This is an optimization exercise on Yosys and OpenROAD, whose aim is small area, a short achievable clock period and few clock cycles per item, not a production implementation.
Function was checked by simulation only, so behaviour that the tests miss may differ from the original.

==> 01-26: inputs <==
==> flow/design.v (excerpt) <==
module linear_chirp_period_generator #(
  parameter int TIMER_CLOCK_HZ = 168000000,
  parameter int STEP_US        = 10
) (
  input  logic                          clk,
  input  logic                          rst_n,
  input  logic                          cfg_we,
  input  lcpg_pkg::cfg_idx_t            cfg_index,
  input  logic [lcpg_pkg::FREQ_W-1:0]   cfg_data,
  input  logic                          in_valid,
  output logic                          in_stall,
  input  logic                          in_restart,
  output logic                          out_valid,
  input  logic                          out_stall,
  output logic [lcpg_pkg::RELOAD_W-1:0] out_reload_value,
  output logic [lcpg_pkg::RELOAD_W-2:0] out_compare_value,
  output logic [lcpg_pkg::IDX_W-1:0]    out_step_number,
  output logic                          out_last_step
);
  localparam int NQ   = 16;
  localparam int CK_W = $clog2(TIMER_CLOCK_HZ + 1);
  localparam logic [CK_W-1:0] CK = CK_W'(TIMER_CLOCK_HZ);
  localparam logic [NQ-1:0] CUT_K = 16'h2AAA;
  localparam int SB   = 2;
  localparam int SQ   = 14;
  localparam int SU_N = (SQ + SB - 1) / SB;
  localparam int G_W  = DUR_W;
  function automatic int rem_w(input int i);
    rem_w = FREQ_W;
    for (int b = FREQ_W; b >= 1; b--) begin
      if ((TIMER_CLOCK_HZ >> i) < (1 << b)) rem_w = b;
    end
  endfunction
  logic [FREQ_W-1:0] start_freq_r;
  logic [FREQ_W-1:0] stop_freq_r;
  logic [DUR_W-1:0]  duration_r;
  logic              su_busy_r;
  logic [3:0]        su_cnt_r;
  logic [FREQ_W-1:0] lo_r;           
  logic [FREQ_W-1:0] f_r;            
  logic [IDX_W-1:0]  delta_r;        
  logic [G_W-1:0]    g_r;            
  logic              z_r;            
  logic              w_r;            
  logic [1:0]        pq_cnt_r;
  logic              pq0_r, pq1_r;   
  logic [1:0]        of_cnt_r;
  logic              of_wp_r, of_rp_r;
  logic [NQ-1:0]     of_q0_r, of_q1_r;
  logic              of_l0_r, of_l1_r;
  logic              of_z0_r, of_z1_r;
  logic [IDX_W-1:0]  step_r;         
  logic              consume;
  logic              in_accept;
  logic              ring_r;
  logic              recirc;
  ...
make LEC_CHECK=0 CAP_MARGIN=20 CORE_MARGIN=2 CORE_UTILIZATION=40 SLEW_MARGIN=20 finish   # period 7.0 ns
run.sh (not shown) runs the stock make flow with config.mk's settings and CLKGATE_MAP_FILE= SYNTH_SCRIPT=/design/flow/synth_recipe.tcl, a recipe that flattens the netlist after the stock synthesis.
==> 12-27 (differences from 01-26) <==
--- a/flow/design.v
+++ b/flow/design.v
@@ -25,66 +25,44 @@
     ST_RLD,
     ST_PUSH
   } state_t;
 endpackage
 `timescale 1ns / 1ps
 module lcpg_div #(
-  parameter int DVD_W = 20,
-  parameter int DVS_W = 19,
-  parameter int Q_W   = 13
+  parameter int W = 21
 ) (
-  input  logic             clk,
-  input  logic             rst_n,
-  input  logic             start,
-  input  logic [DVD_W-1:0] dividend,
-  input  logic [DVS_W-1:0] divisor,
-  output logic [Q_W-1:0]   quotient,
-  output logic             done
+  input  logic [W-1:0] a,
+  input  logic [W-1:0] b,
+  output logic [W-1:0] d,
+  output logic         ge
 );
-  localparam int CNT_W = $clog2(Q_W);
-  logic [DVS_W-1:0] rem_r, rem_nxt;
-  logic [DVS_W-1:0] dvs_r;
-  logic [Q_W-1:0]   q_r, q_nxt;
-  logic [CNT_W-1:0] cnt_r;
-  logic             busy_r;
-  logic             done_r;
-  logic [DVS_W:0]   trial;
-  logic             q_bit;
-  always_comb begin
-    trial   = {rem_r, q_r[Q_W-1]} - {1'b0, dvs_r};
-    q_bit   = ~trial[DVS_W];
-    rem_nxt = q_bit ? trial[DVS_W-1:0] : {rem_r[DVS_W-2:0], q_r[Q_W-1]};
-    q_nxt   = {q_r[Q_W-2:0], q_bit};
-  end
-  always_ff @(posedge clk) begin
-    if (start) begin
-      rem_r <= DVS_W'(dividend >> Q_W);
-      q_r   <= dividend[Q_W-1:0];
-      dvs_r <= divisor;
-      cnt_r <= '0;
-    end else if (busy_r) begin
-      rem_r <= rem_nxt;
-      q_r   <= q_nxt;
-      cnt_r <= cnt_r + CNT_W'(1);
-    end
-  end
-  always_ff @(posedge clk) begin
-    if (!rst_n) begin
-      busy_r <= 1'b0;
-      done_r <= 1'b0;
-    end else begin
-      done_r <= busy_r && (cnt_r == CNT_W'(Q_W - 1));
-      if (start) begin
-        busy_r <= 1'b1;
-      end else if (busy_r && (cnt_r == CNT_W'(Q_W - 1))) begin
-        busy_r <= 1'b0;
+  localparam int LV = $clog2(W);
+  logic [W-1:0] g, p;
+  logic [W-1:0] gl [0:LV];
+  logic [W-1:0] pl [0:LV];
+  assign g = a & ~b;
+  assign p = ~(a ^ b);
+  assign gl[0] = {g[W-1:1], g[0] | p[0]};
+  assign pl[0] = {p[W-1:1], 1'b0};
+  genvar l, i;
+  generate
+    for (l = 0; l < LV; l++) begin : g_lv
+      for (i = 0; i < W; i++) begin : g_bit
+        if (((i >> l) & 1) == 1) begin : g_op
+          localparam int J = ((i >> l) << l) - 1;
+          assign gl[l+1][i] = gl[l][i] | (pl[l][i] & gl[l][J]);
+          assign pl[l+1][i] = pl[l][i] & pl[l][J];
+        end else begin : g_pass
+          assign gl[l+1][i] = gl[l][i];
+          assign pl[l+1][i] = pl[l][i];
+        end
       end
     end
-  end
-  assign quotient = q_r;
-  assign done     = done_r;
+  endgenerate
+  assign d  = {p[W-1:1] ^ gl[LV][W-2:0], ~p[0]};
+  assign ge = gl[LV][W-1];
 endmodule
 `timescale 1ns / 1ps
 import lcpg_pkg::*;
 module lcpg_mul (
   input  logic                        clk,
   input  logic                        rst_n,
@@ -153,28 +131,35 @@
   output logic [lcpg_pkg::IDX_W-1:0]    out_step_number,
   output logic                          out_last_step
 );
   localparam int NQ   = 16;
   localparam int CK_W = $clog2(TIMER_CLOCK_HZ + 1);
   localparam logic [CK_W-1:0] CK = CK_W'(TIMER_CLOCK_HZ);
-  localparam logic [NQ-1:0] CUT_K = 16'h2AAA;
-  localparam int SB   = 2;
-  localparam int SQ   = 14;
+  localparam logic [NQ-1:0] CUT_K = 16'h7FFF;
+  localparam int SB   = 1;
+  localparam int SQ   = 13;
   localparam int SU_N = (SQ + SB - 1) / SB;
   localparam int G_W  = DUR_W;
+  localparam int C_DIFF = 1;
+  localparam int C_DIV0 = 2;
+  localparam int C_HRN  = C_DIV0 + SU_N;
+  localparam int C_FIN  = C_HRN + 1;
+  localparam logic [FREQ_W-1:0] FMIN = FREQ_W'(FREQ_MIN_HZ);
+  localparam logic [FREQ_W-1:0] FMAX = FREQ_W'(FREQ_MAX_HZ);
   function automatic int rem_w(input int i);
     rem_w = FREQ_W;
     for (int b = FREQ_W; b >= 1; b--) begin
       if ((TIMER_CLOCK_HZ >> i) < (1 << b)) rem_w = b;
     end
   endfunction
   logic [FREQ_W-1:0] start_freq_r;
   logic [FREQ_W-1:0] stop_freq_r;
   logic [DUR_W-1:0]  duration_r;
   logic              su_busy_r;
-  logic [3:0]        su_cnt_r;
+  logic [4:0]        su_cnt_r;
+  logic [IDX_W-1:0]  i_r;            
   logic [FREQ_W-1:0] lo_r;           
   logic [FREQ_W-1:0] f_r;            
   logic [IDX_W-1:0]  delta_r;        
   logic [G_W-1:0]    g_r;            
   logic              z_r;            
   logic              w_r;            
@@ -190,20 +175,27 @@
   logic              in_accept;
   logic              ring_r;
   logic              recirc;
   logic              of_write, of_pop, of_full;
   logic [IDX_W-1:0]  step_inc;
   logic [IDX_W-1:0]  cur_i;
+  logic              s_gt_p;
+  logic [FREQ_W-1:0] s_lo, p_lo, s_hi, p_hi;
   logic [FREQ_W-1:0] lo_c, hi_c, diff_c;
+  logic [FREQ_W:0]   df_t;
   logic [DUR_W-1:0]  dur_c;
   always_comb begin
-    lo_c = (start_freq_r > stop_freq_r) ? stop_freq_r : start_freq_r;
-    hi_c = (start_freq_r > stop_freq_r) ? start_freq_r : stop_freq_r;
-    if (lo_c <= FREQ_W'(FREQ_MIN_HZ)) lo_c = FREQ_W'(FREQ_MIN_HZ);
-    if (hi_c >= FREQ_W'(FREQ_MAX_HZ)) hi_c = FREQ_W'(FREQ_MAX_HZ);
-    diff_c = (hi_c > lo_c) ? (hi_c - lo_c) : '0;
+    s_gt_p = start_freq_r > stop_freq_r;
+    s_lo   = (start_freq_r <= FMIN) ? FMIN : start_freq_r;
+    p_lo   = (stop_freq_r  <= FMIN) ? FMIN : stop_freq_r;
+    s_hi   = (start_freq_r >= FMAX) ? FMAX : start_freq_r;
+    p_hi   = (stop_freq_r  >= FMAX) ? FMAX : stop_freq_r;
+    lo_c   = s_gt_p ? p_lo : s_lo;
+    hi_c   = s_gt_p ? s_hi : p_hi;
+    df_t   = {1'b0, f_r} - {1'b0, lo_r};
+    diff_c = df_t[FREQ_W] ? '0 : df_t[FREQ_W-1:0];
     dur_c  = (duration_r <= DUR_W'(DURATION_MIN_US)) ? DUR_W'(DURATION_MIN_US)
                                                      : duration_r;
   end
   always_ff @(posedge clk) begin
     if (!rst_n) begin
       start_freq_r <= FREQ_W'(START_FREQ_RST);
@@ -213,13 +205,13 @@
       case (cfg_index)
         CFG_START_FREQ: start_freq_r <= cfg_data;
         CFG_STOP_FREQ:  stop_freq_r  <= cfg_data;
         CFG_DURATION:   duration_r   <= cfg_data[DUR_W-1:0];
         default:        ;
       endcase
-    end else if (su_busy_r && (su_cnt_r == 4'd0)) begin
+    end else if (su_busy_r && (su_cnt_r == 5'd0)) begin
       duration_r <= dur_c;
     end
   end
   assign step_inc = step_r + IDX_W'(1);
   assign cur_i    = z_r ? '0 : step_inc;
   logic [G_W-1:0]    sd_r [0:SB];
@@ -229,38 +221,37 @@
   assign sd_r[0] = g_r;
   genvar k;
   generate
     for (k = 0; k < SB; k++) begin : g_sd
       logic [G_W:0] t;
       logic [G_W:0] d;
-      always_comb begin
-        t = {sd_r[k], delta_r[SQ-1-k]};
-        d = t - {1'b0, duration_r};
-        sd_q[SB-1-k] = ~d[G_W];
-        sd_r[k+1]    = d[G_W] ? t[G_W-1:0] : d[G_W-1:0];
-      end
+      logic         ge;
+      assign t = {sd_r[k], delta_r[SQ-1-k]};
+      lcpg_div #(.W(G_W + 1)) u_sub (.a(t), .b({1'b0, duration_r}), .d(d), .ge(ge));
+      assign sd_q[SB-1-k] = ge;
+      assign sd_r[k+1]    = ge ? d[G_W-1:0] : t[G_W-1:0];
     end
   endgenerate
   always_comb begin
     hz_add = '0;
     for (int b = 0; b < SB; b++) begin
-      if (delta_r[b]) hz_add = hz_add + (cur_i << b);
+      if (delta_r[b]) hz_add = hz_add + (i_r << b);
     end
     hz_acc = (f_r[IDX_W-1:0] << SB) + hz_add;
-    g_fin  = (G_W+2)'(duration_r) - (G_W+2)'(cur_i) * (G_W+2)'(STEP_US);
+    g_fin  = (G_W+2)'(duration_r) - (G_W+2)'(i_r) * (G_W+2)'(STEP_US);
   end
   always_ff @(posedge clk) begin
     if (!rst_n) begin
       su_busy_r <= 1'b1;
-      su_cnt_r  <= 4'd0;
+      su_cnt_r  <= '0;
     end else if (cfg_we) begin
       su_busy_r <= 1'b1;
-      su_cnt_r  <= 4'd0;
+      su_cnt_r  <= '0;
     end else if (su_busy_r) begin
-      su_cnt_r <= su_cnt_r + 4'd1;
-      if (su_cnt_r == 4'(SU_N + 1)) su_busy_r <= 1'b0;
+      su_cnt_r <= su_cnt_r + 5'd1;
+      if (su_cnt_r == 5'(C_FIN)) su_busy_r <= 1'b0;
     end
   end
   logic              zero_b, last_b;
   logic [FREQ_W-1:0] f_b;
   logic [G_W-1:0]    g_b;
   always_comb begin
@@ -271,35 +262,42 @@
   end
   always_ff @(posedge clk) begin
     if (!rst_n) begin
       z_r <= 1'b1;
       w_r <= 1'b0;
     end else if (su_busy_r) begin
-      if (!cfg_we && (su_cnt_r == 4'(SU_N + 1))) begin
-        w_r <= g_fin[G_W+1] || (g_fin < (G_W+2)'(STEP_US));
+      if (su_cnt_r == 5'(C_HRN)) begin
+        w_r <= g_fin[G_W+1];
+      end else if (su_cnt_r == 5'(C_FIN)) begin
+        w_r <= w_r || (g_r < G_W'(STEP_US));
       end
     end else if (consume) begin
       z_r <= last_b;
       w_r <= 1'b0;
     end
   end
   always_ff @(posedge clk) begin
     if (su_busy_r) begin
-      if (su_cnt_r == 4'd0) begin
+      if (su_cnt_r == 5'd0) begin
         lo_r    <= lo_c;
+        f_r     <= hi_c;
+        i_r     <= cur_i;
+      end else if (su_cnt_r == 5'(C_DIFF)) begin
         g_r     <= G_W'(diff_c >> SQ);
         delta_r <= IDX_W'(diff_c[SQ-1:0]);
         f_r     <= '0;
-      end else if (su_cnt_r <= 4'(SU_N)) begin
+      end else if (su_cnt_r < 5'(C_HRN)) begin
         g_r     <= sd_r[SB];
         delta_r <= {delta_r[IDX_W-SB-1:0], sd_q};
-        f_r     <= (su_cnt_r == 4'd1) ? '0 : FREQ_W'(hz_acc);
+        f_r     <= (su_cnt_r == 5'(C_DIV0)) ? '0 : FREQ_W'(hz_acc);
+      end else if (su_cnt_r == 5'(C_HRN)) begin
+        f_r     <= FREQ_W'(hz_acc);
+        g_r     <= g_fin[G_W-1:0];
       end else begin
-        f_r     <= lo_r + FREQ_W'(hz_acc) * FREQ_W'(STEP_US);
+        f_r     <= lo_r + FREQ_W'(f_r[IDX_W-1:0]) * FREQ_W'(STEP_US);
         delta_r <= IDX_W'(delta_r[SQ-1:0]) * IDX_W'(STEP_US);
-        g_r     <= g_fin[G_W-1:0];
       end
     end else if (consume) begin
       f_r <= f_b + FREQ_W'(delta_r);
       g_r <= g_b - G_W'(STEP_US);
     end
   end
@@ -343,16 +341,15 @@
       localparam int RW = rem_w(BI);
       logic [FREQ_W:0]   t;
       logic [FREQ_W:0]   d;
       logic              ge;
       logic [FREQ_W-1:0] rn;
       logic [NQ-1:0]     qn;
+      assign t = {dv_r[k], CK[BI]};
+      lcpg_div #(.W(FREQ_W + 1)) u_sub (.a(t), .b({1'b0, dv_f[k]}), .d(d), .ge(ge));
       always_comb begin
-        t  = {dv_r[k], CK[BI]};
-        d  = t - {1'b0, dv_f[k]};
-        ge = ~d[FREQ_W];
         rn = FREQ_W'(RW'(ge ? d[FREQ_W-1:0] : t[FREQ_W-1:0]));
         qn = {dv_q[k][NQ-2:0], ge};
       end
       if (CUT_K[k] && (k < NQ - 1)) begin : g_reg
         logic [FREQ_W-1:0] r_q;
         logic [FREQ_W-1:0] f_q;
==> metrics.csv <==
metric;value;unit
outcome;timing/DRC/antenna clean;
CP max stage delay;0.43;ns
Sw Ratio;44.0;%
clock-pin transition on the worst setup and hold timing paths;0.06;ns
metal2 WL;48200;um
-- figures above: 01-26

==> metrics.csv <==
metric;value;unit
metal2 WL;46900;um
outcome;timing/DRC/antenna clean;
Final Hold Vio Count;0;
Sw Ratio;33.4;%
clock-pin transition on the worst setup and hold timing paths;0.07;ns
multi-input gate share of the layout cell area;45.1;%
-- figures above: 12-27

Testbench counts of 01-26, summed over its fixed seeds: cycles 3,968, items 2,688.
Testbench counts of 12-27, summed over its fixed seeds: cycles 4,992, items 2,688.

## static timing again, ports no longer ideal
The flow's constraints put no driver on any port. The routed layouts listed below were extracted and timed again, unchanged, in two steps. Step 1 sets driving cells, clkbuf_16 on the clock port and buf_2 on the other inputs (assumed; they add their load-dependent delay and slew). Step 2 times the ports against the registers' clock, not the clock port: input delays grow and output delays shrink by t, the midpoint of the rising clock arrivals with the driver on. Three values: no drivers, after step 1, after step 2; two values: the first two.
| run | t, ns | setup slack, ns | slew at the worst register clock pin (ns) |
|---|---|---|---|
| 01-26 | 0.722 | 0.304 / 0.304 / 0.304 | 0.07 / 0.07 |
| 12-27 | 0.748 | 1.305 / 1.305 / 1.305 | 0.07 / 0.07 |
After both steps setup and hold are still met in every run listed.
